This is an optimization exercise on Yosys and OpenROAD, whose aim is small area, a short achievable clock period and few clock cycles per item, not a production implementation. Function was checked by simulation only, so behaviour that the tests miss may differ from the original. The clock port is modelled as an ideal driver; clocking choices that lean on that would not hold on a real chip.

run 1:
Design aes_round_engine, start of the top module:
module aes_round_engine (
  input  logic         clk,
  input  logic         reset,
  input  logic         in_valid,
  output logic         in_ready,
  input  logic [127:0] in_data,
  output logic [3:0]   key_rnd,
  input  logic [127:0] key_in,
  output logic         out_valid,
  output logic [127:0] out_data,
  input  logic         out_ready,
  output logic         busy
);
For scale: about 270 flip-flops, ~400 I/O pins, roughly 30000 sq um of cells after synthesis.
clock: 7.5 ns
lec_check: 0
cap_margin: 20
core_margin: 2
core_utilization: 50
cts_buf_list: sky130_fd_sc_hd__clkbuf_4 sky130_fd_sc_hd__clkbuf_8
cts_cluster_diameter: 100
cts_cluster_size: 18
gpl_routability_driven: 1
place_density: 0.62
slew_margin: 20
standard.sh (not shown) runs the stock make flow with config.mk's settings and CLKGATE_MAP_FILE= SYNTH_SCRIPT=/design/flow/synth_recipe.tcl, a recipe that flattens the netlist after the stock synthesis.
==> flow/flow/run.sh <==
#!/bin/bash
# The standard layout (standard.sh) with three changes:
#  - Yosys's technology mapping runs ABC with flow/abc_xor.script (keeps the
#    XOR-rich S-box and MixColumns logic as XOR/XNOR cells) instead of ORFS's
#    abc_speed.script; everything else, registers included, is the standard
#    synthesis (synth_recipe.tcl);
#  - port buffers are sky130_fd_sc_hd__buf_1 rather than the
#    clkdlybuf4s50_1 that buffer_ports picks by default;
#  - after CTS, flow/skew.tcl delays the clock of the b_q registers (useful
#    skew between the two pipeline stages; b_q has no input or output paths)
#    and repairs the out_ready -> in_ready path (see skew.tcl).
# Each tool's output is in orfs/logs/ as usual; make's output is in
# flow_make.log.
set -euo pipefail
HERE=$(pwd)
cat > my_synth.tcl <<TCL
proc abc {args} {
  set i [lsearch -exact \$args -script]
  if {\$i >= 0} { set args [lreplace \$args \$i [expr {\$i + 1}] -script $HERE/flow/abc_xor.script] }
  yosys abc {*}\$args
}
source $HERE/synth_recipe.tcl
TCL
bash standard.sh SYNTH_SCRIPT=$HERE/my_synth.tcl \
  "BUFFER_PORTS_ARGS=-buffer_cell sky130_fd_sc_hd__buf_1" \
  "POST_CTS_TCL=$HERE/flow/skew.tcl" \
  "SKEW_CELLS=sky130_fd_sc_hd__clkdlybuf4s15_1 sky130_fd_sc_hd__clkbuf_8" \
  FEEDTHROUGH_MAX_DELAY=3.2 SKEW_REPAIR_MARGIN=4.1 \
  finish > flow_make.log 2>&1
==> flow/flow/abc_xor.script <==
strash
&get -n
&fraig -x
&put
scorr
dc2
dretime
strash
&get -n
&dch -f
&nf {D}
&put
buffer -c
topo
stime -c
upsize -c
dnsize -c
==> flow/flow/skew.tcl <==
# Useful skew for the two-stage ring: after CTS, the clock of every b_q
# flip-flop (end of the long stage a_q -> b_q, start of the short stage
# b_q -> a_q) is taken from its leaf clock net through a chain of
# SKEW_CELLS, one chain per leaf net. No register on an input or output path
# is moved: b_q only feeds a_q.
set block [ord::get_db_block]
set db [ord::get_db]
set cells $::env(SKEW_CELLS)
set groups [dict create]
foreach inst [$block getInsts] {
  if {[string match {b_q\\\[*}  [$inst getName]]} {
    set it [$inst findITerm CLK]
    dict lappend groups [[$it getNet] getName] $it
  }
}
set k 0
dict for {netname its} $groups {
  set net [$block findNet $netname]
  set sx 0; set sy 0
  foreach it $its {
    set bb [[$it getInst] getBBox]
    incr sx [expr {([$bb xMin] + [$bb xMax]) / 2}]
    incr sy [expr {([$bb yMin] + [$bb yMax]) / 2}]
  }
  set cx [expr {$sx / [llength $its]}]
  set cy [expr {$sy / [llength $its]}]
  set drv $net
  set j 0
  foreach c $cells {
    set master [$db findMaster $c]
    set buf [odb::dbInst_create $block $master "skew_buf_${k}_$j"]
    set nn [odb::dbNet_create $block "skew_net_${k}_$j"]
    $nn setSigType CLOCK
    [$buf findITerm A] connect $drv
    [$buf findITerm X] connect $nn
    $buf setLocation $cx $cy
    $buf setPlacementStatus PLACED
    set drv $nn
    incr j
  }
  foreach it $its {
    $it disconnect
    $it connect $drv
  }
  incr k
}
puts "skew: [dict size $groups] b_q clock groups, chain $cells"
detailed_placement
estimate_parasitics -placement

if {[info exists ::env(FEEDTHROUGH_MAX_DELAY)]} {
  set_max_delay $::env(FEEDTHROUGH_MAX_DELAY) -from [get_ports out_ready] -to [get_ports in_ready]
  report_checks -to [get_ports in_ready] -format end
  repair_timing -setup -setup_margin 0 -skip_last_gasp -verbose
  report_checks -to [get_ports in_ready] -format end
  unset_path_exceptions -from [get_ports out_ready] -to [get_ports in_ready]
  detailed_placement
  estimate_parasitics -placement
}
# Optional timing repair with the skew in place (placement parasitics).
if {[info exists ::env(SKEW_REPAIR_MARGIN)]} {
  repair_timing -setup -setup_margin $::env(SKEW_REPAIR_MARGIN) -skip_last_gasp -verbose
  detailed_placement
  estimate_parasitics -placement
}
check_placement -verbose
report_checks -path_delay max -group_path_count 5 -format end
report_checks -path_delay min -group_path_count 5 -format end
Run 1 reached the end of the flow, and the finished layout is clean on the timing, DRC and antenna checks.
Testbench counts of run 1, summed over its fixed seeds: cycles 5,664, items 512.
Changes in run 2 relative to run 1:
- changing PLACE_DENSITY from 0.62 to 0.42
- removing CTS_CLUSTER_DIAMETER (formerly 100)
- removing CTS_CLUSTER_SIZE (formerly 18)
- changing CORE_UTILIZATION from 50 to 30
--- a/flow/flow/run.sh
+++ b/flow/flow/run.sh
@@ -10,2 +10 @@
-#    skew between the two pipeline stages; b_q has no input or output paths)
-#    and repairs the out_ready -> in_ready path (see skew.tcl).
+#    skew between the two pipeline stages; b_q has no input or output paths).
@@ -27,2 +26 @@
-  "SKEW_CELLS=sky130_fd_sc_hd__clkdlybuf4s15_1 sky130_fd_sc_hd__clkbuf_8" \
-  FEEDTHROUGH_MAX_DELAY=3.2 SKEW_REPAIR_MARGIN=4.1 \
+  "SKEW_CELLS=sky130_fd_sc_hd__clkdlybuf4s50_1 sky130_fd_sc_hd__clkbuf_4" \
--- a/flow/flow/skew.tcl
+++ b/flow/flow/skew.tcl
@@ -48,0 +49 @@
+check_placement -verbose
@@ -50,19 +50,0 @@
-
-if {[info exists ::env(FEEDTHROUGH_MAX_DELAY)]} {
-  set_max_delay $::env(FEEDTHROUGH_MAX_DELAY) -from [get_ports out_ready] -to [get_ports in_ready]
-  report_checks -to [get_ports in_ready] -format end
-  repair_timing -setup -setup_margin 0 -skip_last_gasp -verbose
-  report_checks -to [get_ports in_ready] -format end
-  unset_path_exceptions -from [get_ports out_ready] -to [get_ports in_ready]
-  detailed_placement
-  estimate_parasitics -placement
-}
-# Optional timing repair with the skew in place (placement parasitics).
-if {[info exists ::env(SKEW_REPAIR_MARGIN)]} {
-  repair_timing -setup -setup_margin $::env(SKEW_REPAIR_MARGIN) -skip_last_gasp -verbose
-  detailed_placement
-  estimate_parasitics -placement
-}
-check_placement -verbose
-report_checks -path_delay max -group_path_count 5 -format end
-report_checks -path_delay min -group_path_count 5 -format end
==> summary.txt <==
[run 2] area growth from synthesis to final layout rose 1.8 points relative to run 1
Initial core utilization ended up 20 points lower on run 2 than on run 1.
Run 2 — area of the multi-input gates 970 sq um lower, run 1 as reference
Of run 2 and run 1, the run reporting the lower arrival time at the worst endpoint was run 1.
### run 2 -> run 3
- a change of CORE_UTILIZATION from 30 to 50
- an added CTS_CLUSTER_SIZE of 18
- an added CTS_CLUSTER_DIAMETER of 100
- a change of PLACE_DENSITY from 0.42 to 0.62
--- a/flow/flow/run.sh
+++ b/flow/flow/run.sh
@@ -10 +10,2 @@
-#    skew between the two pipeline stages; b_q has no input or output paths).
+#    skew between the two pipeline stages; b_q has no input or output paths)
+#    and repairs the out_ready -> in_ready path (see skew.tcl).
@@ -26 +27,2 @@
-  "SKEW_CELLS=sky130_fd_sc_hd__clkdlybuf4s50_1 sky130_fd_sc_hd__clkbuf_4" \
+  "SKEW_CELLS=sky130_fd_sc_hd__clkdlybuf4s15_1 sky130_fd_sc_hd__clkbuf_8" \
+  FEEDTHROUGH_MAX_DELAY=3.2 SKEW_REPAIR_MARGIN=4.1 \
--- a/flow/flow/abc_xor.script
+++ b/flow/flow/abc_xor.script
@@ -7 +6,0 @@
-dretime
@@ -11 +10 @@
-&nf {D}
+&nf -p {D}
--- a/flow/flow/skew.tcl
+++ b/flow/flow/skew.tcl
@@ -48,0 +49,17 @@
+estimate_parasitics -placement
+
+if {[info exists ::env(FEEDTHROUGH_MAX_DELAY)]} {
+  set_max_delay $::env(FEEDTHROUGH_MAX_DELAY) -from [get_ports out_ready] -to [get_ports in_ready]
+  report_checks -to [get_ports in_ready] -format end
+  repair_timing -setup -setup_margin 0 -skip_last_gasp -verbose
+  report_checks -to [get_ports in_ready] -format end
+  unset_path_exceptions -from [get_ports out_ready] -to [get_ports in_ready]
+  detailed_placement
+  estimate_parasitics -placement
+}
+# Optional timing repair with the skew in place (placement parasitics).
+if {[info exists ::env(SKEW_REPAIR_MARGIN)]} {
+  repair_timing -setup -setup_margin $::env(SKEW_REPAIR_MARGIN) -skip_last_gasp -verbose
+  detailed_placement
+  estimate_parasitics -placement
+}
@@ -50 +67,2 @@
-estimate_parasitics -placement
+report_checks -path_delay max -group_path_count 5 -format end
+report_checks -path_delay min -group_path_count 5 -format end
## What came out
No stage failed in run 3, and the final checks on the layout all came back clean. Taking run 2 as the reference, in run 3 mean instance size in the synthesized netlist increased by about 0.8% relative to the old numbers, maximum operating frequency increased by 20% relative to the old numbers. Run 3 vs. run 2: multi-input combinational cell count fell 28; cell count of the worst reg-to-reg path rose 1; worst-case headroom to the max-slew limit fell 5.7 points. Comparing run 3 with run 2, the clock slew seen by the registers of the worst setup and hold paths came out essentially unchanged. Cmp run 3 vs run 2: core utilization of the finished layout higher in run 3. Run 3 vs run 2 — register area climbed slightly.
The following lists how run 4 was set up differently from run 3:
==> flow/flow/abc_xor.script <==
strash
&get -n
&fraig -x
&put
scorr
dc2
dretime
strash
&get -n
&dch -f
&nf
&put
### Flow results
- Per the final summary, run 4 finished and its layout is clean on timing, DRC and antenna.
- The via count reported for run 4 is higher than the one for run 3.
- Between run 4 and run 3, the difference in global-route track usage on met3 is negligible.
- Going from run 3 to run 4, the die span in x was found to have gone down by 1.0%.
- Taking run 3 as the reference, in run 4 final core area utilization rose by 1.8 points, number of global-route vias before repair rose by 188, tap cell instance count fell by 9.
- Cell area | run 4 vs run 3 | run 4 larger
- Diff run 3 -> run 4 | area growth from synthesis to layout | increase of 3.4 points
- Post-route clock skew ended up 0.013 ns higher on run 4 than on run 3.
The inputs of run 5 differ from those of run 4 as listed below.
- PLACE_DENSITY changed from 0.62 to 0.42
- CTS_CLUSTER_SIZE removed (was 18)
- CTS_CLUSTER_DIAMETER removed (was 100)
- CORE_UTILIZATION changed from 50 to 30
--- a/flow/flow/run.sh
+++ b/flow/flow/run.sh
@@ -27,2 +27,2 @@
-  "SKEW_CELLS=sky130_fd_sc_hd__clkdlybuf4s15_1 sky130_fd_sc_hd__clkbuf_8" \
-  FEEDTHROUGH_MAX_DELAY=3.2 SKEW_REPAIR_MARGIN=4.1 \
+  "SKEW_CELLS=sky130_fd_sc_hd__clkdlybuf4s15_1 sky130_fd_sc_hd__clkbuf_4" \
+  FEEDTHROUGH_MAX_DELAY=3.2 SKEW_REPAIR_MARGIN=3.9 \
--- a/flow/flow/abc_xor.script
+++ b/flow/flow/abc_xor.script
@@ -11 +11 @@
-&nf
+&nf {D}
@@ -12,0 +13,5 @@
+buffer -c
+topo
+stime -c
+upsize -c
+dnsize -c
Findings:
- For run 4, the timing endpoint of the critical path was a_q[107]$_DFF_P_, unlike run 5, where it was a_q[79]$_DFF_P_.
- Run 5 has clock transition at the registers of the reported paths below what run 4 had.
- | share of synthesized cell area in full adder, half adder and majority cells | run 5 vs run 4 | ≈ equal |
- Run 4 | status: complete | timing, DRC, antenna: pass
- Run 5 has completed all stages; timing, DRC and antenna checks passed.

==> port drivers added, routing unchanged <==
No port has a modelled driver above. Below, the same layouts with a new extraction and two added sets of constraints.
Step 1: set_driving_cell puts a clkbuf_16 on clk and a buf_2 on each other input, an assumption about the parent block.
Step 2, shift: input delay + t, output delay - t, t = (earliest + latest rising clock arrival at the registers) / 2. This alone moves slack from input paths to output paths.
a / b / c = ideal ports / drivers / drivers and shift; a / b = the first two.
run | shift t [ns] | slack for setup (ns) | latest minus earliest clock arrival (ns) | worst slew at a driven data input, ns
run 1 | 0.830 | 4.000 / 3.967 / 3.568 | 0.406 / 0.406 | 0.08
run 2 | 1.086 | 3.224 / 3.224 / 3.224 | 0.673 / 0.672 | 0.09
run 3 | 0.843 | 3.925 / 3.925 / 3.259 | 0.410 / 0.410 | 0.08
run 4 | 0.817 | 3.988 / 3.963 / 3.295 | 0.415 / 0.415 | 0.08
run 5 | 0.935 | 3.846 / 3.846 / 3.507 | 0.370 / 0.371 | 0.09
In every run listed the clock reaches the registers at very different times; t lies between them, and the last value is a rough guide only. The setup slack of run 4, which loses most, moves by -0.025 ns with the drivers and by -0.693 ns with both steps.
